Source: an optimization exercise on an open RTL-to-GDS flow (aim: small area). Production flows keep margins and buffers that such runs may drop.
Where RTL was checked, it was by simulation tests only, not by an equivalence proof against the original.
Only the layout flow was run in run 5; the RTL was not checked for function there.
Power and IR drop assume default switching activity.

==> flow/design.v <==
`default_nettype none
package pio_pkg;
   typedef struct packed {
      logic [5-1:0]  thr_id;
      logic [2-1:0]  buf_id;
      logic [3-1:0] size;
      logic [40-1:0] addr;
      logic [64-1:0] data;
   } ucb_req_t;
   typedef struct packed {
      logic [64-43-1:0] pad;
      logic [43-1:0]             map_addr;
   } pio_hdr_t;
   typedef union packed {
      pio_hdr_t                hdr;
      logic [64-1:0]  raw;
   } pio_payload_u;
   typedef struct packed {
      logic                   is_data;
      logic                   rw;         
      logic [1:0]             dest;
      logic [5-1:0]  thr_id;
      logic [2-1:0]  buf_id;
      logic [3-1:0] size;
      logic                   dword;      
      logic                   word_sel;   
      pio_payload_u           payload;
   } queue_word_t;
   typedef struct packed {
      logic                   rw;
      logic [1:0]             dest;
      logic [15:0]            be;
      logic [64-1:0] ad;
      logic [5-1:0]  thr_id;
      logic [2-1:0]  buf_id;
   } pio_out_t;
   typedef struct packed {
      logic [16-1:0] addr;
      logic [32-1:0]      data;
   } csr_wr_t;
endpackage
`default_nettype wire
`timescale 1ns/1ps
`default_nettype none
module pio_tnext (
   input  wire logic q,
   input  wire logic col,
   input  wire logic frc,
   output logic      d
);
   assign d = ~((col & frc) | q);
endmodule
`default_nettype wire
`timescale 1ns/1ps
`default_nettype none
module pio_aoi222 (
   input  wire logic [2:0] s,
   input  wire logic [2:0] a,
   output logic            y
);
   assign y = ~|(s & a);
endmodule
module pio_rdmux #(
   parameter int N = 16
) (
   input  wire logic [N-1:0] sel,
   input  wire logic [N-1:0] din,
   output logic              dout
);
   localparam int G = N / 3;
   localparam int R = N - 3 * G;
   logic [G-1:0] yn;
   logic         rn;
   for (genvar g = 0; g < G; g++) begin : g_grp
      pio_aoi222 aoi (.s(sel[3*g +: 3]), .a(din[3*g +: 3]), .y(yn[g]));
   end
   if (R == 0) begin : g_r0
      assign rn = 1'b1;
   end else begin : g_rn
      assign rn = ~|(sel[N-1 -: R] & din[N-1 -: R]);
   end
   assign dout = ~&{yn, rn};
endmodule
`default_nettype wire
`timescale 1ns/1ps
`default_nettype none
module pio_req_unit (
   input  wire logic        clk,
   input  wire logic        rst,
   input  wire logic [3:0]  max_pio,
   input  wire logic        rd_vld,
   input  wire logic        wr_vld,
   input  wire logic [4:0]  req_thr_id,
   input  wire logic [1:0]  req_buf_id,
   input  wire logic [2:0]  req_size,
   input  wire logic [39:0] req_addr,
   input  wire logic [63:0] req_data,
   output logic             req_accepted,
   output logic             csr_wr,
   output logic [15:0]      csr_wr_addr,
   output logic [31:0]      csr_wr_data,
   output logic [15:0]      csr_rd_addr,
   output logic             csr_rd_ack,
   output logic [4:0]       csr_ack_thr,
   output logic [1:0]       csr_ack_buf,
   input  wire logic        pio_pop,
   input  wire logic        rd_done,
   output logic             pio_req,
   output logic             pio_data_vld,
   output logic             pio_out_rw,
   output logic [1:0]       pio_out_dest,
   output logic [15:0]      pio_out_be,
   output logic [63:0]      pio_out_ad,
   output logic [4:0]       pio_out_thr_id,
   output logic [1:0]       pio_out_buf_id
);
   logic st_hdr;     
   logic st_data;    
   logic idle;
   logic req_vld;
   logic csr_hit;
   logic q_full;
   logic take;
   assign idle    = ~st_hdr & ~st_data;
   assign req_vld = rd_vld | wr_vld;
   assign csr_hit = req_addr[39:24] == 16'h8000;
   assign take    = idle & req_vld & ~csr_hit & ~q_full;
   always_ff @(posedge clk) begin
      if (rst) begin
         st_hdr  <= 1'b0;
         st_data <= 1'b0;
      end else begin
         st_hdr  <= take;
         st_data <= st_hdr & wr_vld;
      end
   end
   assign req_accepted = (st_hdr & ~wr_vld) | st_data | (idle & req_vld & csr_hit);
   assign csr_wr      = idle & wr_vld & csr_hit;
   assign csr_rd_ack  = idle & rd_vld & csr_hit;
   assign csr_wr_addr = req_addr[15:0];
   assign csr_wr_data = req_data[31:0];
   assign csr_rd_addr = req_addr[15:0];
   assign csr_ack_thr = req_thr_id;
   assign csr_ack_buf = req_buf_id;
   logic        push;
   logic [3:0]  wptr;
   logic        push_d1;
   logic [4:0]  level;
   logic        head_vld;
   logic        pop;
   logic        ph;
   logic [50:0] hdr_word;
   logic [50:0] col [0:1];
   logic [15:0] frc;
   logic [50:0] mem [0:15];
   logic [50:0] hw;
   logic        f_cur;     
   logic        f_nxt;     
   assign push     = st_hdr | st_data;
   assign hdr_word = {req_size, req_buf_id, req_thr_id, ~wr_vld, req_addr};
   assign f_cur    = take | st_hdr | st_data;
   assign f_nxt    = st_hdr & wr_vld;
   always_comb begin
      for (int b = 0; b < 2; b++)
         col[b] = (((wptr[0] == b[0]) & ~st_data) ? hdr_word : req_data[50:0]) ^ {51{ph}};
      frc = '0;
      frc[wptr]        = f_cur;
      frc[wptr + 4'd1] = f_nxt;
   end
   logic [50:0] mem_d [0:15];
   for (genvar i = 0; i < 16; i++) begin : g_row
      for (genvar j = 0; j < 51; j++) begin : g_bit
         pio_tnext tnext (.q(mem[i][j]), .col(col[i % 2][j]), .frc(frc[i]), .d(mem_d[i][j]));
      end
   end
   always_ff @(posedge clk) begin
      for (int i = 0; i < 16; i++)
         mem[i] <= mem_d[i];
   end
   always_ff @(posedge clk) begin
      if (rst) begin
         wptr    <= '0;
         level   <= '0;
         push_d1 <= 1'b0;
         ph      <= 1'b0;
      end else begin
         if (push)
            wptr <= wptr + 1'b1;
         level   <= level + 5'(push) - 5'(pop);
         push_d1 <= push;
         ph      <= ~ph;
      end
   end
   logic [15:0]      rsel;
   logic [50:0]      hw_raw;
   always_ff @(posedge clk) begin
      if (rst)
         rsel <= 16'd1;
      else if (pop)
         rsel <= {rsel[14:0], rsel[15]};
   end
   for (genvar j = 0; j < 51; j++) begin : g_rd
      logic [15:0] bits;
      for (genvar i = 0; i < 16; i++)
         assign bits[i] = mem[i][j];
      pio_rdmux #(.N(16)) rdmux (.sel(rsel), .din(bits), .dout(hw_raw[j]));
   end
   assign hw = hw_raw ^ {51{ph}};
   assign head_vld = (level != 5'd0) & ~(push_d1 & (level == 5'd1));
   assign q_full   = level[4] | (level[3:0] == 4'hf);
   logic [2:0]      swptr;
   logic [2:0]      srptr;
   logic [12:0]     scol;
   logic            sfrc;
   logic [12:0]     smem [0:7];
   logic [7:0]      ssel;
   logic [12:0]     sw_raw;
   logic [12:0]     sw;
   assign scol = req_data[63:51] ^ {13{ph}};
   assign sfrc = f_nxt | st_data;
   logic [12:0] smem_d [0:7];
   logic [7:0]  sfrow;
   always_comb
      for (int i = 0; i < 8; i++)
         sfrow[i] = sfrc & (swptr == 3'(i));
   for (genvar i = 0; i < 8; i++) begin : g_srow
      for (genvar j = 0; j < 13; j++) begin : g_bit
         pio_tnext tnext (.q(smem[i][j]), .col(scol[j]), .frc(sfrow[i]), .d(smem_d[i][j]));
      end
   end
   always_ff @(posedge clk) begin
      for (int i = 0; i < 8; i++)
         smem[i] <= smem_d[i];
   end
   always_comb begin
      ssel = '0;
      ssel[srptr] = 1'b1;
   end
   for (genvar j = 0; j < 13; j++) begin : g_srd
      logic [7:0] bits;
      for (genvar i = 0; i < 8; i++)
         assign bits[i] = smem[i][j];
      pio_rdmux #(.N(8)) rdmux (.sel(ssel), .din(bits), .dout(sw_raw[j]));
   end
   assign sw = sw_raw ^ {13{ph}};
   logic       hd;         
   logic       h_rw;
   logic       stall_rd;
   logic       rd_inc;
   logic [4:0] pend_cnt;
   assign h_rw = hw[40];
   assign pop  = pio_pop & head_vld;
   always_ff @(posedge clk) begin
      if (rst) begin
         hd    <= 1'b0;
         swptr <= '0;
         srptr <= '0;
      end else begin
         if (pop)
            hd <= ~hd & ~h_rw;
         if (st_data)
            swptr <= swptr + 1'b1;
         if (pop & hd)
            srptr <= srptr + 1'b1;
      end
   end
   assign pio_data_vld = head_vld & hd;
   assign pio_req      = head_vld & ~hd & ~(h_rw & stall_rd);
   assign rd_inc   = pop & ~hd & h_rw;
   assign stall_rd = pend_cnt > {1'b0, max_pio};
   always_ff @(posedge clk) begin
      if (rst)
         pend_cnt <= '0;
      else if (rd_inc & ~rd_done)
         pend_cnt <= pend_cnt + 1'b1;
      else if (~rd_inc & rd_done & (pend_cnt != '0))
         pend_cnt <= pend_cnt - 1'b1;
   end
   logic [39:0] ha;
   logic        r_hi80;    
   logic        r_a;       
   logic        r_c;       
   logic [1:0]  dest;
   assign ha     = hw[39:0];
   assign r_hi80 = ha[39:32] == 8'h80;
   assign r_a    = r_hi80 & (ha[31:28] == 4'h0);
   assign r_c    = ~r_hi80;
   always_comb begin
      if (r_a)
         dest = (ha[27:24] == 4'hE) ? 2'd2 : (ha[27:24] == 4'hF) ? 2'd3 : 2'd1;
      else if (r_c)
         dest = (ha[39:38] == 2'b11) ? (ha[37] ? 2'd3 : 2'd2) : 2'd1;
      else
         dest = 2'd0;
   end
   logic [2:0]  h_size;
   logic [7:0]  pre_be;
   logic [7:0]  shift_be;
   assign h_size = hw[50:48];
   always_comb begin
      case (h_size)
         3'd0:    pre_be = 8'h01;
         3'd1:    pre_be = 8'h03;
         3'd2:    pre_be = 8'h0f;
         default: pre_be = 8'hff;
      endcase
   end
   assign shift_be = pre_be << ha[2:0];
   always_comb begin
      if (h_size == 3'd4)
         pio_out_be = 16'hffff;
      else if (ha[3])
         pio_out_be = {shift_be, 8'h00};
      else
         pio_out_be = {8'h00, shift_be};
   end
   assign pio_out_rw     = h_rw;
   assign pio_out_dest   = dest;
   assign pio_out_thr_id = hw[45:41];
   assign pio_out_buf_id = hw[47:46];
   assign pio_out_ad[31:0]  = hw[31:0];
   assign pio_out_ad[39:32] = hw[39:32] & {8{hd | r_c}};
   assign pio_out_ad[40]    = hd ? hw[40] : r_c;
   assign pio_out_ad[41]    = hd ? hw[41] : ~r_a;
   assign pio_out_ad[42]    = hd ? hw[42] : 1'b1;
   assign pio_out_ad[50:43] = hw[50:43] & {8{hd}};
   assign pio_out_ad[63:51] = sw & {13{hd}};
endmodule
`default_nettype wire
==> flow/flow/run.sh <==
#!/bin/bash
# Standard layout with three changes: combinational cells start at their
# smallest drive strength after floorplan (repair then upsizes where timing,
# slew or load needs it), ports are buffered with buf_1, and CTS inserts no
# dummy loads.
set -e
F=$(cd "$(dirname "${BASH_SOURCE[0]}")" && pwd)
export POST_FLOORPLAN_TCL=$F/downsize.tcl
export BUFFER_PORTS_ARGS="-buffer_cell sky130_fd_sc_hd__buf_1"
export CTS_ARGS="-sink_clustering_enable -repair_clock_nets -dont_use_dummy_load -sink_clustering_size 30 -sink_clustering_max_diameter 80"
cp standard.sh standard_sh.log
bash standard.sh > standard.log 2>&1
==> flow/flow/downsize.tcl <==
# Swap every cell to the smallest-area drive variant of the same function
# (same base name and pins); later repair upsizes where needed.
set db [ord::get_db]
set block [ord::get_db_block]
set dont_use {}
if { [info exists ::env(DONT_USE_CELLS)] } { set dont_use $::env(DONT_USE_CELLS) }
set variants [dict create]
foreach lib [$db getLibs] {
  foreach m [$lib getMasters] {
    set n [$m getName]
    if { [regexp {^(sky130_fd_sc_hd__[a-z0-9]+)_([0-9]+)$} $n -> base drv] } {
      if { [lsearch -exact $dont_use $n] >= 0 } { continue }
      if { [get_lib_cells -quiet */$n] eq "" } { continue }
      dict lappend variants $base $m
    }
  }
}
set swapped 0
set saved 0.0
foreach inst [$block getInsts] {
  set m [$inst getMaster]
  set n [$m getName]
  if { ![regexp {^(sky130_fd_sc_hd__[a-z0-9]+)_([0-9]+)$} $n -> base drv] } { continue }
  if { ![dict exists $variants $base] } { continue }
  set best $m
  set best_area [expr { [$m getWidth] * [$m getHeight] }]
  foreach c [dict get $variants $base] {
    set a [expr { [$c getWidth] * [$c getHeight] }]
    if { $a < $best_area } {
      set same 1
      set pins {}
      foreach t [$m getMTerms] { lappend pins [$t getName] }
      set cpins {}
      foreach t [$c getMTerms] { lappend cpins [$t getName] }
      if { [lsort $pins] ne [lsort $cpins] } { continue }
      set best $c
      set best_area $a
    }
  }
  if { $best ne $m } {
    set saved [expr { $saved + ([$m getWidth] * [$m getHeight] - $best_area) / 1e6 }]
    replace_cell [$inst getName] [$best getName]
    incr swapped
  }
}
puts "downsize: swapped $swapped cells, saved [format %.1f $saved] um2"
==> flow/standard.sh <==
#!/bin/bash
# synth_recipe.tcl (not shown) runs the flow's synth.tcl, then flattens the netlist and writes it again
# the make line also repeats each setting of config.mk as NAME=value (left out here)
make -C /OpenROAD-flow-scripts/flow DESIGN_CONFIG=/design/flow/config.mk WORK_HOME=/design/flow/orfs CLKGATE_MAP_FILE= SYNTH_SCRIPT=/design/flow/synth_recipe.tcl "${@:-finish}"
==> flow/config.mk <==
export PLATFORM = sky130hd
export DESIGN_NAME = pio_req_unit
export DESIGN_NICKNAME = pio_req_unit
export VERILOG_FILES = /design/flow/design.v
export SDC_FILE = /design/flow/constraint.sdc
export NUM_CORES = 4
export LEC_CHECK = 0
export CAP_MARGIN = 20
export CORE_MARGIN = 2
export CORE_UTILIZATION = 60
export PLACE_DENSITY = 0.75
export SETUP_SLACK_MARGIN = 0.15
export SLEW_MARGIN = 20
export SYNTH_HIERARCHICAL = 1
==> flow/constraint.sdc <==
create_clock -name core_clock -period 5.0 [get_ports {clk}]
set_input_delay 1.0000 -clock core_clock [delete_from_list [all_inputs] [get_ports {clk}]]
set_output_delay 1.0000 -clock core_clock [all_outputs]
set_load 0.01 [all_outputs]
==> impl_metrics.csv, run 1 <==
group,metric,value,unit
status,status,"timing/DRC/antenna clean",
critical_path,start_kind,"register",
route,drt_wl_total,100800,um
die,core_area,61480,um^2
sta,slew_headroom,21.19,%
route,vias,28094,
critical_path,arrival,3680,ps
route,drcViolationCount,0,
grt,grt_pass1_wl,152400,um
yosys,ys_dominant_reg_cell,"dfxtp_1",
finish,postLayoutCellArea,36860,um^2
yosys,synth-seq-cells,961,
die,dieHeight,253.1,um
critical_path,setup.worst_path.end_class,"output port",
route,wire_per_inst,23.69,um
placement,place_area,35770,um^2
yosys,async_reset_ff_share,0,%
finish,multi_input_area,13770,um^2
route,viasPerCell,6.606,
power,total_power,22.10,mW
sta,tightest_slew,1182,ps
sta,skew,56.64,ps
sta,setup_violations,0,
grt,grt_usage,30.10,%
yosys,synth-edff-count,0,
die,dieWidth,253.1,um
clock_network,cts_tree,"done",
yosys,ys_seq_area_share,51.67,%
grt,grt_pass1_vias,26141,
die,die_area,64070,um^2
die,num_rows,91,
sta,finalCritPeriodShare,93.52,%
power,power.density,599.5,nW/um^2
finish,regArea,19260,um^2
placement,globalplace.congestion,0.8674,
sta,fmax,0.2139,GHz
critical_path,cp_max_fo,32,
yosys,avgSynthCellArea,11.67,um^2
clock_network,root_buffer,"clkbuf_16",
grt,grt_max_degree,60,
critical_path,worst-setup-path-type,"reg2out",
sta,report.final.slew_viol_count,0,
route,ant_nets,0,
clock_network,cts_hold_buf,0,
critical_path,setup.worst_path.start,"rsel[13]",
sta,finalHoldViolations,0,
power,vdd_drop_max,0.0003438,V
worst_hold_path,min_from,"mem[15][22]",
yosys,synthCells,3191,
clock_network,worstSkewPairLatency,630,ps
clock_network,clk_path_buf_depth,3,
grt,grt_overflow_total,0,
critical_path,r2r-start,"rsel[0]",
worst_hold_path,min_path_type,"reg2reg",
yosys,ys_warn_count,15,
finish,layout_common_cells,"959 x a21oi_1, 944 x dfxtp_1, 288 x buf_1",
placement,dpl.hpwl,62640,um
sta,rsz0062_at_grt,"false",
clock_network,cts.clk_slew.worst_paths,110,ps
yosys,syn-num-nets,3346,
clock_network,htree_levels,2,
clock_network,numCtsBuffers,39,
clock_network,cts.sinks,961,
power,p_leak,13.75,nW
finish,syn_to_final_growth,-1.001,%
yosys,syn_area,37230,um^2
finish,fillCellCount,5175,
critical_path,worstPathRequired,4000,ps
grt,antenna_found_initial,1,
route,drt_first_pass_iters,8,
critical_path,crit_chain,"buf_4 > a222oi_1 > and3_1 > nand4_1 > xor2_1 > nand3_1 > o31ai_1 > buf_1",
route,drt_iter0_markers,4316,
finish,drive_above_1_share,4.824,%
sta,period_needed,4676,ps
die,ios,290,
placement,io_buffers,289,
critical_path,max_stage_delay,940,ps
die,initial_core_util,60.56,%
finish,nets,3619,
critical_path,crit_path_top_delay_cell,"dfxtp_2",
finish,mostFrequentLayoutCell,"a21oi_1",
job,drv_cap,0,
yosys,synth.distinct_cells,71,
cell families (layout without fill, tap and decap cells):
family	after synthesis	count (layout)	synth area share, %
DFF	961	961	51.67
buffers and inverters	161	432	2.534
and+or+nand+nor	383	383	5.232
muxes	111	111	3.007
AOI/OAI and AO/OA	1347	1347	31.79
adders and majority gates	31	31	1.082
other	0	1	0
xor gates and xnor gates	197	197	4.684
per-stage QoR:
step	utilization [%]	hold WS, ps	setup slack [ps]	TNS [ps]	std cells
finish	59.95	409.6	324.2	0	4253
detailed placement	58.17	398.0	889.7	0	4200
CTS	59.80	410.8	228.1	0	4242
global placement	58.17	395.4	947.7	0	4200
floorplan	-	397.8	-626.3	-106180	3191
global route	59.95	419.3	173.7	0	4252
power breakdown:
group | total, mW | switching (mW) | leakage, nW | internal (mW)
sequential | 11.9 | 1.50 | 8.51 | 10.4
combinational | 6.50 | 4.03 | 4.75 | 2.46
clock | 3.67 | 2.26 | 0.481 | 1.41
total | 22.1 | 7.79 | 13.7 | 14.3
critical path: cells and delay by family, from the launching register on:
family	cells	cell delay (ps)
flops	1	940
compound gates	2	480
buf+inv	2	650
simple gates	3	710
xor+xnor	1	260
per-layer routing:
metal  vias up  share of wire (%)  global-route usage (%)
li1      12745                  -                       -
met1     13503                 41                   41.52
met2      1609                 46                   48.72
met3       235                9.9                   3.526
met4         2                3.5                   11.12
met5         -              0.013                       0
worst paths after layout:
check | cells past startpoint | endpoint | slack [ps]
hold reg to reg | 1 | mem[15][22] | 410
setup reg to reg | 13 | pend_cnt[4] | 890
hold / removal | 1 | mem[15][22] | 410
setup / recovery | 8 | pio_out_dest[1] | 320
per-module statistics from Yosys (local to each module, per instance), excerpt:
module / flops+latches / times used / cells inside / cell area [um^2]
pio_req_unit: 961 / 1 / 1811 / 25370
pio_tnext: 0 / 920 / 1 / 8.758
pio_aoi222: 0 / 281 / 1 / 10.01
flip-flops by register name (all words and copies together), names as in the netlist:
signal    flops
level         5
swptr         3
smem        104
mem         816
st_hdr        1
wptr          4
st_data       1
ph            1
hd            1
push_d1       1
rsel         16
srptr         3
pend_cnt      5
Yosys cell counts, drive strengths merged (25+ instances only):
master  number  share of area (%)
dfxtp      961                 52
buf        112                2.0
mux2i      107                2.9
o21ai       29               0.42
inv         25               0.25
a21oi      959                 22
xor2        63                1.5
a222oi     281                7.6
ha          29               0.97
nand2      114                1.1
nand4       58               0.97
nor2        66               0.67
and3        58               0.97
xnor2      134                3.2
timing repair:
action / CTS / global route
gates resized for setup: 0 / 2
setup buffers: 3 / 10
pin swaps: 1 / 2
gates cloned: 0 / 0
endpoints found under the setup margin: 2 / 11
hold endpoints to repair: 0 / 0
layout make-up:
type                       count  share of cell area (%)
sequential                   961                   52.26
clock buffer                  39                   2.648
multi-input combinational   2069                   37.35
inverter                      28                  0.2851
antenna                        1                0.006789
tap                          790                   2.682
timing repair buffer         365                   4.766
==> run 2, diff against run 1 <==
--- a/flow/config.mk
+++ b/flow/config.mk
@@ -7,8 +7,7 @@
 export LEC_CHECK = 0
 export CAP_MARGIN = 20
 export CORE_MARGIN = 2
-export CORE_UTILIZATION = 60
-export PLACE_DENSITY = 0.75
+export CORE_UTILIZATION = 40
 export SETUP_SLACK_MARGIN = 0.15
 export SLEW_MARGIN = 20
 export SYNTH_HIERARCHICAL = 1
==> impl_metrics.csv, run 2 <==
group,metric,value,unit
die,initial_core_util,40.50,%
route,vias,27437,
job,drv_cap,0,
finish,mostFrequentLayoutCell,"a21oi_1",
critical_path,max_stage_delay,960,ps
yosys,synth-edff-count,0,
finish,drive_above_1_share,5.128,%
finish,nets,3628,
grt,met1_usage,31.92,%
clock_network,root_buffer,"clkbuf_16",
critical_path,start_kind,"register",
yosys,avgSynthCellArea,11.67,um^2
die,core_area,91940,um^2
die,dieHeight,309.1,um
status,status,"timing/DRC/antenna clean",
route,viasPerCell,5.819,
yosys,synth.distinct_cells,71,
yosys,syn_area,37230,um^2
sta,skew,96.04,ps
route,drt_first_pass_iters,8,
sta,rsz0062_at_grt,"false",
placement,globalplace.congestion,0.8253,
finish,layout_common_cells,"959 x a21oi_1, 944 x dfxtp_1, 288 x buf_1",
finish,postLayoutCellArea,37700,um^2
sta,report.final.slew_viol_count,0,
yosys,ys_dominant_reg_cell,"dfxtp_1",
route,drcViolationCount,0,
yosys,ys_seq_area_share,51.67,%
power,p_leak,13.87,nW
clock_network,htree_levels,2,
yosys,ys_warn_count,15,
critical_path,cp_max_fo,31,
grt,grt_overflow_total,0,
die,die_area,95540,um^2
die,dieWidth,309.1,um
sta,setup_violations,0,
critical_path,worstPathRequired,4000,ps
grt,grt_pass1_vias,26087,
yosys,syn-num-nets,3346,
sta,tightest_slew,1161,ps
grt,grt_pass1_wl,163900,um
grt,grt_max_degree,58,
power,power.share.combinational,29.8,%
grt,gr-usage-met2,35.32,%
power,power_frac_clock,17.1,%
clock_network,clk_path_buf_depth,3,
finish,reg.largest.list,"mem (816), smem (104), rsel (16)",
grt,grt.busiest_layer,"met2",
clock_network,numCtsBuffers,42,
critical_path,arrival,3720,ps
yosys,async_reset_ff_share,0,%
yosys,synth_top_area_cell,"dfxtp_1",
power,power.density,595.4,nW/um^2
power,vdd_drop_max,0.0002741,V
critical_path,setup.worst_path.end_class,"output port",
grt,grt_usage,22.12,%
clock_network,cts.clk_slew.worst_paths,110,ps
die,ios,290,
yosys,netlist_top_cells_count,"961 x dfxtp_1, 920 x a21oi_2, 281 x a222oi_1",
power,total_power,22.45,mW
clock_network,cts.sinks,961,
power,swShare,35.58,%
critical_path,crit_path_top_delay_cell,"dfxtp_2",
placement,io_buffers,289,
sta,slew_headroom,22.62,%
yosys,synth.top_cell.area_share,51.67,%
route,wire_per_inst,23.33,um
grt,antenna_found_initial,2,
critical_path,worst-setup-path-type,"reg2out",
yosys,synthCells,3191,
clock_network,worstSkewPairLatency,640,ps
grt,grtUsageMet3,2.768,%
critical_path,path_buf_inv,2,
die,num_rows,111,
sta,period_needed,4725,ps
sta,fmax,0.2116,GHz
power,power_frac_seq,53.1,%
placement,place_area,36490,um^2
sta,finalCritPeriodShare,94.50,%
placement,dpl.hpwl,68510,um
worst_hold_path,min_path_type,"reg2reg",
sta,finalHoldViolations,0,
power,internal-power,14.46,mW
route,drt_iter0_markers,3480,
yosys,netlist_top_cells_area,"dfxtp_1 52%, a21oi_2 22%, a222oi_1 7.6%, xnor2_1 3.2%, mux2i_1 2.8%",
finish,largest_reg_flops,816,
clock_network,cts_tree,"done",
route,ant_nets,0,
yosys,yosysMostFrequentCell,"dfxtp_1",
route,drt_wl_total,110000,um
finish,largest-register,"mem",
critical_path,path_delay_family,"simple AND/OR/NAND/NOR gates",
yosys,synth-seq-cells,961,
finish,syn_to_final_growth,1.260,%
critical_path,crit_chain,"buf_12 > a222oi_1 > and3_1 > nand4_1 > or4b_1 > o22ai_1 > nand2_1 > o31ai_1 > buf_1",
power,switchingPower,7.988,mW
==> run 2: cell counts after synthesis <==
Identical to the previous run, type by type.
==> run 2: cells by family after synthesis <==
family          Yosys count  share of synthesized area (%)
fa+ha+maj                31                          1.082
mux                     111                          3.007
buf+inv                 161                          2.534
xor+xnor                197                          4.684
flops                   961                          51.67
simple gates            383                          5.232
compound gates         1347                          31.79
==> run 2: worst reg2reg max path, delay by kind of cell, from the launching register on <==
kind / cells / cell delay (ps)
AND/OR/NAND/NOR: 5 / 970
AO/OA/AOI/OAI: 4 / 670
buffers and inverters: 2 / 580
flip-flops: 1 / 950
adder cells (fa/ha/maj): 1 / 410
XOR/XNOR: 1 / 150
==> run 2: power groups by stage <==
| stage | Combinational [mW] | Sequential (mW) | Clock [mW] |
|---|---|---|---|
| 4_1_cts | 6.59 | 11.9 | 3.92 |
| 6_report | 6.68 | 11.9 | 3.85 |
| 3_3_place_gp | 6.39 | 12.1 | 0 |
| 2_1_floorplan | 5.46 | 12.1 | 0 |
| 3_5_place_dp | 6.56 | 12.0 | 0 |
| 5_1_grt | 7.36 | 12.2 | 4.16 |
==> run 2: cell type report <==
type | count | area, um^2
fill | 9069 | 54240
sequential | 961 | 19270
multi-input combinational | 2069 | 13800
timing repair buffer | 371 | 1914
tap | 1243 | 1555
clock buffer | 42 | 1051
inverter | 28 | 105.1
antenna | 1 | 2.502
==> run 2: path summary, 6_finish.rpt <==
check              startpoint         endpoint  slack [ps]  cells past startpoint
setup / recovery      rsel[9]  pio_out_dest[1]         280                      9
hold / removal    mem[15][45]      mem[15][45]         410                      1
setup reg to reg      rsel[5]      pend_cnt[4]        1160                     13
hold reg to reg   mem[15][45]      mem[15][45]         410                      1
==> run 2: repair_timing <==
| item | in CTS | in global routing |
|---|---|---|
| endpoints found under the setup margin | 4 | 18 |
| setup buffers | 5 | 11 |
| gates cloned | 0 | 0 |
| hold buffers | 0 | 0 |
| resized for setup | 0 | 6 |
| pin swaps | 1 | 2 |
==> run 2: modules after synthesis, one instance, submodules excluded, excerpt <==
module | cells inside | flip-flops and latches
pio_aoi222 | 1 | 0
pio_req_unit | 1811 | 961
pio_tnext | 1 | 0
==> run 2: routing by layer <==
layer | wire, um | up-vias | part of all wire, %
li1 | - | 12752 | -
met1 | 49840 | 13319 | 45
met2 | 49370 | 1240 | 45
met3 | 8897 | 122 | 8.1
met4 | 1895 | 4 | 1.7
met5 | 22 | - | 0.020
==> run 2: metrics by stage <==
stage / std cells / TNS [ps] / setup WS, ps / hold WS, ps / util [%]
final: 4715 / 0 / 275.2 / 405.1 / 41.01
after global routing: 4714 / 0 / 154.3 / 416.7 / 41.01
after CTS: 4703 / 0 / 156.3 / 406.3 / 40.87
after detailed placement: 4656 / 0 / 814.6 / 398.0 / 39.68
after global placement: 4656 / 0 / 882.6 / 395.9 / 39.68
after floorplan: 3191 / -106180 / -626.3 / 397.8 / -
==> run 3, diff against run 2 <==
--- a/flow/design.v
+++ b/flow/design.v
@@ -150,6 +150,8 @@
    logic        pop;
    logic        ph;
    logic [50:0] hdr_word;
+   logic [50:0] wcol;      
+   logic [1:0]  clr;       
    logic [50:0] col [0:1];
    logic [15:0] frc;
    logic [50:0] mem [0:15];
@@ -161,8 +163,11 @@
    assign f_cur    = take | st_hdr | st_data;
    assign f_nxt    = st_hdr & wr_vld;
    always_comb begin
-      for (int b = 0; b < 2; b++)
-         col[b] = (((wptr[0] == b[0]) & ~st_data) ? hdr_word : req_data[50:0]) ^ {51{ph}};
+      wcol = (st_data ? req_data[50:0] : hdr_word) ^ {51{ph}};
+      for (int b = 0; b < 2; b++) begin
+         clr[b] = f_nxt & (wptr[0] != b[0]);
+         col[b] = wcol | {51{clr[b]}};
+      end
       frc = '0;
       frc[wptr]        = f_cur;
       frc[wptr + 4'd1] = f_nxt;
--- a/flow/config.mk
+++ b/flow/config.mk
@@ -7,7 +7,8 @@
 export LEC_CHECK = 0
 export CAP_MARGIN = 20
 export CORE_MARGIN = 2
-export CORE_UTILIZATION = 40
-export SETUP_SLACK_MARGIN = 0.15
+export CORE_UTILIZATION = 58
+export PLACE_DENSITY = 0.72
+export SETUP_SLACK_MARGIN = 0.05
 export SLEW_MARGIN = 20
 export SYNTH_HIERARCHICAL = 1
==> impl_metrics.csv, run 3 <==
group,metric,value,unit
status,status,"timing/DRC/antenna clean",
yosys,synthCells,3181,
finish,layout_common_cells,"954 x a21oi_1, 943 x dfxtp_1, 288 x buf_1",
die,dieWidth,255.0,um
clock_network,cts.clk_slew.worst_paths,110,ps
yosys,netlist_top_cells_count,"961 x dfxtp_1, 921 x a21oi_2, 281 x a222oi_1",
grt,grt_usage,31.50,%
clock_network,cts_hold_buf,0,
power,p_leak,13.42,nW
power,power.density,553.9,nW/um^2
die,ios,290,
critical_path,start_kind,"register",
sta,fmax,0.2060,GHz
clock_network,cts.sinks,961,
route,drcViolationCount,0,
die,dieHeight,255.0,um
sta,tightest_slew,1122,ps
sta,layout_setup_ws,146.8,ps
yosys,synth.distinct_cells,59,
job,drv_cap,0,
sta,tns,0,ps
grt,grt_pass1_wl,158600,um
yosys,synth-edff-count,0,
die,initial_core_util,58.35,%
route,drt_iter0_markers,4386,
clock_network,worstSkewPairLatency,630,ps
critical_path,arrival,3850,ps
sta,skew,81.80,ps
yosys,ys_dominant_reg_cell,"dfxtp_1",
worst_hold_path,min_path_type,"reg2reg",
finish,syn_to_final_growth,-0.4212,%
clock_network,htree_levels,2,
placement,place_area,35330,um^2
die,num_rows,92,
yosys,ys_seq_area_share,52.65,%
critical_path,r2r-start,"rsel[9]",
grt,grt_pass1_vias,26196,
yosys,syn-num-nets,3336,
grt,grt_max_degree,54,
route,ant_nets,0,
sta,report.final.slew_viol_count,0,
sta,slew_headroom,25.22,%
route,drt_wl_total,106200,um
worst_hold_path,min_from,"smem[1][0]",
clock_network,clk_path_buf_depth,3,
yosys,async_reset_ff_share,0,%
yosys,yosysMostFrequentCell,"dfxtp_1",
grt,antenna_found_initial,1,
sta,finalHoldViolations,0,
route,wire_per_inst,24.65,um
sta,rsz0062_at_grt,"false",
sta,period_needed,4853,ps
clock_network,numCtsBuffers,39,
finish,largest-register,"mem",
placement,dpl.hpwl,63740,um
grt,grt_overflow_total,0,
route,drt_first_pass_iters,9,
clock_network,cts_tree,"done",
clock_network,root_buffer,"clkbuf_16",
finish,drive_above_1_share,4.971,%
power,vdd_drop_max,0.0003767,V
yosys,synth_top_area_cell,"dfxtp_1",
yosys,avgSynthCellArea,11.49,um^2
yosys,ys_warn_count,15,
yosys,synth-seq-cells,961,
finish,nets,3617,
finish,postLayoutCellArea,36380,um^2
critical_path,setup.worst_path.end_class,"output port",
critical_path,setup.worst_path.start,"rsel[10]",
yosys,syn_area,36540,um^2
placement,io_buffers,289,
finish,reg.largest.list,"mem (816), smem (104), rsel (16)",
yosys,netlist_top_cells_area,"dfxtp_1 53%, a21oi_2 22%, a222oi_1 7.7%, xor2_1 2.7%, nand2_1 2.1%",
route,viasPerCell,6.537,
sta,finalCritPeriodShare,97.06,%
placement,dpl_worst_slack,822.6,ps
critical_path,worstPathRequired,4000,ps
placement,globalplace.congestion,0.8843,
route,vias,28153,
finish,mostFrequentLayoutCell,"a21oi_1",
critical_path,worst-setup-path-type,"reg2out",
critical_path,cp_max_fo,31,
die,die_area,65020,um^2
finish,largest_reg_flops,816,
die,core_area,62620,um^2
sta,setup_violations,0,
yosys,synth.top_cell.area_share,52.65,%
## run 3: timing repair
item,4_1_cts,5_1_grt
endpoints found under the setup margin,0,11
buffers inserted,0,8
resized for setup,0,1
## run 3: worst paths after layout
kind	cells after the start	slack [ps]	to
max reg2reg	13	850	pend_cnt[4]
min reg2reg	1	410	smem[1][0]
max	9	150	pio_out_dest[0]
min	1	410	smem[1][0]
## run 3: cell type report
type                    instances  area, um^2
repair buffers                373        1817
well taps                     846        1059
diodes                          1       2.502
inverters                      28       105.1
fillers                      5489       26240
clock buffers                  39       975.9
multi-input cells            2059       13140
flip-flops and latches        961       19280
## run 3: kinds of logic (layout without fill, tap and decap cells)
kind of cell | count (synthesis) | in the layout | synth area share [%]
mux | 57 | 57 | 1.603
simple gates | 493 | 493 | 6.582
buf+inv | 161 | 440 | 2.510
other cells | 0 | 1 | 0
fa+ha+maj | 31 | 31 | 1.103
compound gates | 1333 | 1333 | 32.05
xor+xnor | 145 | 145 | 3.496
flops | 961 | 961 | 52.65
## run 3: where the power goes
group | leakage (nW) | internal, mW | total (mW) | switching, mW
registers | 8.55 | 9.69 | 10.9 | 1.22
logic | 4.39 | 2.03 | 5.56 | 3.53
clock network | 0.481 | 1.41 | 3.69 | 2.27
total | 13.4 | 13.1 | 20.2 | 7.02
## run 3: per-module statistics from Yosys, one instance, submodules excluded, excerpt
module        flops+latches  copies in the design
pio_req_unit            961                     1
pio_aoi222                0                   281
pio_tnext                 0                   920
## run 3: layer usage
metal / wire [um] / share of wire (%) / track usage, %
met3: 12430 / 12 / 5.207
met4: 4251 / 4.0 / 12.56
met5: 47 / 0.044 / 0.4511
met1: 42600 / 40 / 43.57
met2: 46850 / 44 / 49.26
## run 3: through the flow
step	hold WS [ps]	std cells	utilization, %	total power [mW]
2_1_floorplan	397.8	3181	-	15.41
3_3_place_gp	395.9	4259	56.42	16.24
3_5_place_dp	398.3	4259	56.42	16.36
4_1_cts	412.6	4298	57.98	19.93
5_1_grt	420.8	4306	58.10	21.09
6_report	411.9	4307	58.10	20.15
## run 3: critical path, stage by stage, from the launching register on
cell	delay, ps
dfxtp_2	570
buf_12	300
a222oi_1	240
and3_1	210
nand4_1	190
or4_1	560
o21ai_1	320
o21ai_0	150
a221oi_1	500
buf_1	210
==> run 4, diff against run 3 <==
--- a/flow/config.mk
+++ b/flow/config.mk
@@ -7,8 +7,8 @@
 export LEC_CHECK = 0
 export CAP_MARGIN = 20
 export CORE_MARGIN = 2
-export CORE_UTILIZATION = 58
-export PLACE_DENSITY = 0.72
-export SETUP_SLACK_MARGIN = 0.05
+export CORE_UTILIZATION = 60
+export PLACE_DENSITY = 0.75
+export SETUP_SLACK_MARGIN = 0.15
 export SLEW_MARGIN = 20
 export SYNTH_HIERARCHICAL = 1
==> impl_metrics.csv, run 4 <==
group,metric,value,unit
clock_network,root_buffer,"clkbuf_16",
critical_path,cp_max_fo,33,
yosys,netlist_top_cells_count,"961 x dfxtp_1, 921 x a21oi_2, 281 x a222oi_1",
die,initial_core_util,60.65,%
yosys,ys_warn_count,15,
clock_network,cts_hold_buf,0,
finish,syn_to_final_growth,-0.9896,%
die,ios,290,
finish,largest_reg_flops,816,
sta,fmax,0.2114,GHz
critical_path,arrival,3730,ps
route,drcViolationCount,0,
sta,tightest_slew,1028,ps
finish,fin_cells,4225,
finish,largest-register,"mem",
critical_path,crit_path_top_delay_cell,"or4_1",
power,swShare,34.68,%
critical_path,max_stage_delay,570,ps
yosys,syn-num-nets,3336,
sta,slew_headroom,31.45,%
route,drt_wl_total,103600,um
placement,globalplace.congestion,0.8467,
sta,whs,408.1,ps
yosys,yosysMostFrequentCell,"dfxtp_1",
yosys,synthCells,3181,
yosys,synth_top_area_cell,"dfxtp_1",
die,core_area,60250,um^2
grt,grt_usage,31.58,%
grt,grt.busiest_layer,"met2",
die,die_area,62890,um^2
finish,layout_common_cells,"954 x a21oi_1, 943 x dfxtp_1, 288 x buf_1",
power,power_frac_seq,54.2,%
power,power.share.combinational,27.4,%
yosys,synth-edff-count,0,
grt,met1_usage,43.37,%
status,status,"timing/DRC/antenna clean",
grt,grt_pass1_vias,26028,
sta,skew,87.93,ps
worst_hold_path,min_from,"mem[3][13]",
route,wire_per_inst,24.51,um
sta,finalHoldViolations,0,
clock_network,clk_path_buf_depth,3,
grt,grt_overflow_total,0,
finish,reg.largest.list,"mem (816), smem (104), rsel (16)",
yosys,synth.top_cell.area_share,52.65,%
power,switchingPower,6.944,mW
placement,place_area,35180,um^2
finish,antennaDiodeCount,0,
placement,dpl_worst_slack,853.6,ps
power,p_leak,13.33,nW
yosys,syn_area,36540,um^2
clock_network,cts.sinks,961,
clock_network,cts_tree,"done",
job,drv_cap,0,
die,dieWidth,250.8,um
critical_path,setup.worst_path.start,"rsel[10]",
critical_path,setup.worst_path.end_class,"output port",
yosys,avgSynthCellArea,11.49,um^2
sta,finalCritPeriodShare,94.61,%
placement,dpl.hpwl,61120,um
clock_network,worstSkewPairLatency,630,ps
placement,io_buffers,289,
power,vdd_drop_max,0.0004396,V
placement,dp.cells,4186,
yosys,synth-seq-cells,961,
critical_path,r2r-start,"rsel[2]",
finish,postLayoutCellArea,36180,um^2
route,drt_iter0_markers,4566,
critical_path,crit_chain,"buf_12 > a222oi_1 > and3_1 > nand4_1 > xor2_1 > or4_1 > a21oi_1 > nand2_1 > o221ai_1 > buf_1",
finish,mostFrequentLayoutCell,"a21oi_1",
die,num_rows,90,
critical_path,start_kind,"register",
worst_hold_path,min_path_type,"reg2reg",
route,ant_nets,0,
finish,nets,3600,
power,internal-power,13.08,mW
grt,antenna_found_initial,1,
power,power_frac_clock,18.4,%
grt,grtUsageMet3,6.192,%
clock_network,cts.clk_slew.worst_paths,110,ps
clock_network,numCtsBuffers,39,
yosys,ys_seq_area_share,52.65,%
route,viasPerCell,6.629,
route,drt_first_pass_iters,14,
sta,report.final.slew_viol_count,0,
yosys,synth.distinct_cells,59,
route,vias,28008,
die,dieHeight,250.8,um
finish,drive_above_1_share,4.531,%
critical_path,worstPathRequired,4000,ps
power,power.density,553.5,nW/um^2
sta,layout_setup_ws,269.4,ps
sta,rsz0062_at_grt,"true",
yosys,netlist_top_cells_area,"dfxtp_1 53%, a21oi_2 22%, a222oi_1 7.7%, xor2_1 2.7%, nand2_1 2.1%",
sta,setup_violations,0,
grt,grt_max_degree,66,
critical_path,worst-setup-path-type,"reg2out",
grt,grt_pass1_wl,156200,um
sta,period_needed,4731,ps
yosys,ys_dominant_reg_cell,"dfxtp_1",
finish,fillCellCount,5037,
grt,gr-usage-met2,48.99,%
yosys,async_reset_ff_share,0,%
clock_network,htree_levels,2,
[run 4: cell types whose count changed in the layout (fill, tap and decap cells not counted), sizes merged]
cell   previous run  this run
buf             372       355
diode             1         0
[run 4: final cells by class]
cell class	count	area [um^2]	area share, %
Clock buffer	39	975.9	2.698
Inverter	28	105.1	0.2905
Multi-Input combinational cell	2059	13150	36.35
Timing Repair Buffer	356	1677	4.634
Sequential cell	961	19290	53.32
Tap cell	782	978.4	2.705
[run 4: cell families after synthesis]
| logic type | synth area share (%) |
|---|---|
| multiplexers | 1.603 |
| AO/OA/AOI/OAI | 32.05 |
| flip-flops | 52.65 |
| XOR/XNOR | 3.496 |
| adder cells (fa/ha/maj) | 1.103 |
| AND/OR/NAND/NOR | 6.582 |
| buffers and inverters | 2.510 |
[run 4: Yosys stat by module (local to each module, per instance), excerpt]
module	times used	cells inside	area (um^2)	flops+latches
pio_req_unit	1	1801	24680	961
pio_aoi222	281	1	10.01	0
pio_tnext	920	1	8.758	0
[run 4: through the flow]
stage / TNS, ps / util, % / total power, mW
floorplan: -166320 / - / 15.41
global placement: 0 / 58.39 / 16.18
detailed placement: 0 / 58.39 / 16.30
CTS: 0 / 60.01 / 19.89
global route: 0 / 60.05 / 20.98
finish: 0 / 60.05 / 20.02
[run 4: power groups by stage]
| stage | Combinational (mW) | Clock [mW] | Sequential [mW] |
|---|---|---|---|
| 6_report | 5.48 | 3.68 | 10.9 |
| 5_1_grt | 5.95 | 3.98 | 11.1 |
| 4_1_cts | 5.38 | 3.70 | 10.8 |
| 3_5_place_dp | 5.37 | 0 | 10.9 |
| 3_3_place_gp | 5.22 | 0 | 11.0 |
| 2_1_floorplan | 4.41 | 0 | 11.0 |
[run 4: path summary, 6_finish.rpt]
check,endpoint,slack (ps),cells after the start
setup / recovery,pio_out_dest[1],270,10
hold / removal,mem[3][13],410,1
setup reg to reg,pend_cnt[4],1150,13
hold reg to reg,mem[3][13],410,1
[run 4: timing repair]
item	CTS	global route
buffers inserted	0	0
resized for setup	0	7
setup endpoints to repair	0	10
[run 4: critical path: cells and delay by family, from the launching register on]
| family | cells | cell delay (ps) |
|---|---|---|
| compound gates | 3 | 760 |
| buf+inv | 2 | 470 |
| xor+xnor | 1 | 220 |
| flops | 1 | 540 |
| simple gates | 4 | 1090 |
[run 4: metal layers]
| layer | share of wire, % | routed length [um] |
|---|---|---|
| met5 | 0.011 | 11 |
| met4 | 3.9 | 4035 |
| met3 | 12 | 12420 |
| met2 | 44 | 45690 |
| met1 | 40 | 41420 |
==> run 5, diff against run 4 <==
--- a/flow/design.v
+++ b/flow/design.v
@@ -170,7 +170,7 @@
       end
       frc = '0;
       frc[wptr]        = f_cur;
-      frc[wptr + 4'd1] = f_nxt;
+      frc[wptr_inc]    = f_nxt;
    end
    logic [50:0] mem_d [0:15];
    for (genvar i = 0; i < 16; i++) begin : g_row
@@ -190,8 +190,8 @@
          ph      <= 1'b0;
       end else begin
          if (push)
-            wptr <= wptr + 1'b1;
-         level   <= level + 5'(push) - 5'(pop);
+            wptr <= wptr_inc;
+         level   <= level_nxt;
          push_d1 <= push;
          ph      <= ~ph;
       end
@@ -264,9 +264,9 @@
          if (pop)
             hd <= ~hd & ~h_rw;
          if (st_data)
-            swptr <= swptr + 1'b1;
+            swptr <= swptr_inc;
          if (pop & hd)
-            srptr <= srptr + 1'b1;
+            srptr <= srptr_inc;
       end
    end
    assign pio_data_vld = head_vld & hd;
@@ -276,10 +276,44 @@
    always_ff @(posedge clk) begin
       if (rst)
          pend_cnt <= '0;
-      else if (rd_inc & ~rd_done)
-         pend_cnt <= pend_cnt + 1'b1;
-      else if (~rd_inc & rd_done & (pend_cnt != '0))
-         pend_cnt <= pend_cnt - 1'b1;
+      else
+         pend_cnt <= pend_nxt;
+   end
+   logic [3:0] wptr_inc;
+   logic [4:0] level_nxt;
+   logic [2:0] swptr_inc;
+   logic [2:0] srptr_inc;
+   logic [4:0] pend_nxt;
+   always_comb begin
+      logic t;
+      logic up;
+      t = 1'b1;
+      for (int i = 0; i < 4; i++) begin
+         wptr_inc[i] = wptr[i] ^ t;
+         t = t & wptr[i];
+      end
+      up = push;
+      t  = push ^ pop;
+      for (int i = 0; i < 5; i++) begin
+         level_nxt[i] = level[i] ^ t;
+         t = t & (level[i] ~^ up);
+      end
+      t = 1'b1;
+      for (int i = 0; i < 3; i++) begin
+         swptr_inc[i] = swptr[i] ^ t;
+         t = t & swptr[i];
+      end
+      t = 1'b1;
+      for (int i = 0; i < 3; i++) begin
+         srptr_inc[i] = srptr[i] ^ t;
+         t = t & srptr[i];
+      end
+      up = rd_inc;
+      t  = (rd_inc & ~rd_done) | (~rd_inc & rd_done & (pend_cnt != '0));
+      for (int i = 0; i < 5; i++) begin
+         pend_nxt[i] = pend_cnt[i] ^ t;
+         t = t & (pend_cnt[i] ~^ up);
+      end
    end
    logic [39:0] ha;
    logic        r_hi80;    
--- a/flow/config.mk
+++ b/flow/config.mk
@@ -7,8 +7,8 @@
 export LEC_CHECK = 0
 export CAP_MARGIN = 20
 export CORE_MARGIN = 2
-export CORE_UTILIZATION = 60
-export PLACE_DENSITY = 0.75
+export CORE_UTILIZATION = 55
+export PLACE_DENSITY = 0.7
 export SETUP_SLACK_MARGIN = 0.15
 export SLEW_MARGIN = 20
 export SYNTH_HIERARCHICAL = 1
==> impl_metrics.csv, run 5 <==
group,metric,value,unit
status,status,"timing/DRC/antenna clean",
sta,tightest_slew,1020,ps
finish,reg.largest.list,"mem (816), smem (104), rsel (16)",
critical_path,arrival,3630,ps
placement,globalplace.congestion,0.8634,
route,viasPerCell,6.420,
die,dieWidth,261.5,um
sta,skew,85.46,ps
yosys,synth_mux_area_share,1.571,%
finish,final_util,55.30,%
route,wl_met3,10780,um
sta,layout_setup_ws,366.9,ps
sta,whs,406.9,ps
finish,drive_above_1_share,5.142,%
yosys,synth-edff-count,0,
finish,nets,3626,
sta,fmax,0.2158,GHz
route,drt_first_pass_iters,8,
sta,finalCritPeriodShare,92.66,%
die,ios,290,
finish,fin_cells,4345,
placement,io_buffers,289,
finish,syn_to_final_growth,-0.2984,%
yosys,synthAdderAreaFrac,0.6519,%
power,total_power,22.70,mW
power,vdd_drop_max,0.0006387,V
yosys,avgSynthCellArea,11.41,um^2
grt,grt_pass1_wl,153700,um
die,initial_core_util,55.47,%
yosys,syn-num-nets,3340,
grt,grt_pass1_vias,25688,
yosys,synth_top_area_cell,"dfxtp_1",
sta,report.final.slew_viol_count,0,
yosys,synthXorXnorAreaFrac,3.458,%
route,wirelength_met1,43860,um
critical_path,worst-setup-path-type,"reg2out",
clock_network,cts_hold_buf,0,
yosys,synthCells,3197,
yosys,yosysMostFrequentCell,"dfxtp_1",
finish,largest_reg_flops,816,
route,drt_iter0_markers,3971,
yosys,synth_top_family_by_area,"compound AO/OA/AOI/OAI gates",
yosys,synth.top_cell.area_share,52.75,%
clock_network,cts.sinks,961,
route,routed.top_layer,"met4",
clock_network,root_buffer,"clkbuf_16",
sta,period_needed,4633,ps
worst_hold_path,min_path_type,"reg2reg",
sta,setup_violations,0,
finish,layout_common_cells,"961 x a21oi_1, 943 x dfxtp_1, 288 x buf_1",
yosys,netlist_top_cells_count,"961 x dfxtp_1, 920 x a21oi_2, 281 x a222oi_1",
route,wl_met2,44410,um
yosys,netlist_top_cells_area,"dfxtp_1 53%, a21oi_2 22%, a222oi_1 7.7%, nand2_1 2.3%, xnor2_1 2.0%",
yosys,ys_warn_count,15,
grt,antenna_found_initial,0,
grt,grt_max_degree,69,
finish,postLayoutCellArea,36360,um^2
job,drv_cap,0,
yosys,async_reset_ff_share,0,%
sta,tns,0,ps
critical_path,worstPathRequired,4000,ps
yosys,ys_seq_area_share,52.75,%
route,ant_nets,0,
route,drt_wl_total,102000,um
finish,antennaDiodeCount,0,
clock_network,worstSkewPairLatency,630,ps
placement,dp.cells,4286,
critical_path,setup.worst_path.end_class,"output port",
sta,rsz0062_at_grt,"false",
sta,slew_headroom,31.99,%
yosys,synth-seq-cells,961,
grt,grt_usage,28.69,%
critical_path,cp_max_fo,22,
route,vias,27895,
yosys,yosys.area_share.simple,6.642,%
yosys,syn_area,36470,um^2
power,power.density,624.3,nW/um^2
finish,largest-register,"mem",
die,core_area,65750,um^2
die,num_rows,94,
clock_network,cts_tree,"done",
power,p_leak,13.28,nW
die,die_area,68380,um^2
critical_path,start_kind,"register",
sta,finalHoldViolations,0,
placement,dpl_worst_slack,585.4,ps
yosys,synth_compound_area_share,32.49,%
yosys,ys_dominant_reg_cell,"dfxtp_1",
route,wire_per_inst,23.47,um
finish,mostFrequentLayoutCell,"a21oi_1",
clock_network,htree_levels,2,
grt,grt_overflow_total,0,
die,dieHeight,261.5,um
clock_network,clk_path_buf_depth,3,
route,drcViolationCount,0,
placement,place_area,35190,um^2
clock_network,numCtsBuffers,40,
yosys,synth.distinct_cells,54,
placement,dpl.hpwl,61030,um
clock_network,cts.clk_slew.worst_paths,110,ps
[run 5: cell count changes in the layout (fill, tap and decap cells not counted), sizes merged, moves of 10 or more]
cell,delta
xor2,-50
xnor2,+49
buf,+19
nand2,+17
o21ai,+14
nor2,+12
ha,-10
[run 5: worst paths after layout]
check	startpoint	endpoint	slack (ps)	cells past startpoint
hold reg to reg	smem[1][10]	smem[1][10]	410	1
setup reg to reg	wptr[0]	mem[3][34]	1190	9
setup / recovery	rsel[11]	pio_out_be[6]	370	8
hold / removal	smem[1][10]	smem[1][10]	410	1
[run 5: power by group]
part           switching (mW)  internal (mW)
registers                1.76           10.7
clock network            2.25           1.45
logic                    4.03           2.53
[run 5: worst max-delay path, stage by stage (launching register included)]
cell and delay [ps]:
dfxtp_2 470, buf_4 300, a222oi_1 390, and3_1 240, nand4_1 210, xnor2_1 510, inv_1 240, o311ai_0 430
buf_1 200
[run 5: routing by layer]
layer	vias to the layer above	track usage [%]
met5	-	0
met4	0	9.138
met3	190	4.665
met2	1675	43.93
met1	13285	41.45
li1	12745	-
[run 5: Yosys stat by module, one instance, submodules excluded, a selection]
module        cell area, um^2  cells  flip-flops and latches  copies in the design
pio_aoi222              10.01      1                       0                   281
pio_req_unit            24610   1817                     961                     1
pio_tnext               8.758      1                       0                   920
[run 5: repair_timing]
action                                  in CTS  in global routing
resized for setup                            1                  4
pin swaps                                    2                  4
buffers inserted                             7                 12
endpoints found under the setup margin      16                 22
[run 5: final cells by class]
type,count,area [um^2]
fillers,5724,29390
multi-input cells,2085,13120
repair buffers,375,1807
inverters,20,77.57
flip-flops and latches,961,19280
clock buffers,40,1001
well taps,864,1081
[run 5: cell families after synthesis]
kind of cell	after synthesis
AOI/OAI and AO/OA	1357
DFF	961
and+or+nand+nor	508
buffers and inverters	151
xor gates and xnor gates	144
muxes	57
adders and majority gates	19

[static timing again, ports no longer ideal]
In the flow no input, the clock included, has a driving cell. The finished layouts below were timed again as built, in two steps. Step 1 sets driving cells, clkbuf_16 on the clock port and buf_2 on the other inputs (assumed; they add their load-dependent delay and slew). Step 2, shift: input delay + t, output delay - t, t = (earliest + latest rising clock arrival at the registers) / 2. This alone moves slack from input paths to output paths. a / b / c = no drivers / after step 1 / after step 2; a / b = the first two.
run | shift t [ns] | setup slack, ns | hold WS [ns]
run 1 | 0.649 | 0.324 / 0.261 / 0.892 | 0.410 / 0.410 / 0.410
run 2 | 0.656 | 0.275 / 0.203 / 0.859 | 0.405 / 0.405 / 0.405
run 3 | 0.651 | 0.147 / 0.083 / 0.734 | 0.412 / 0.412 / 0.412
run 4 | 0.652 | 0.269 / 0.202 / 0.854 | 0.408 / 0.408 / 0.408
run 5 | 0.654 | 0.367 / 0.303 / 0.957 | 0.407 / 0.407 / 0.407
After both steps every run listed still meets setup and hold.
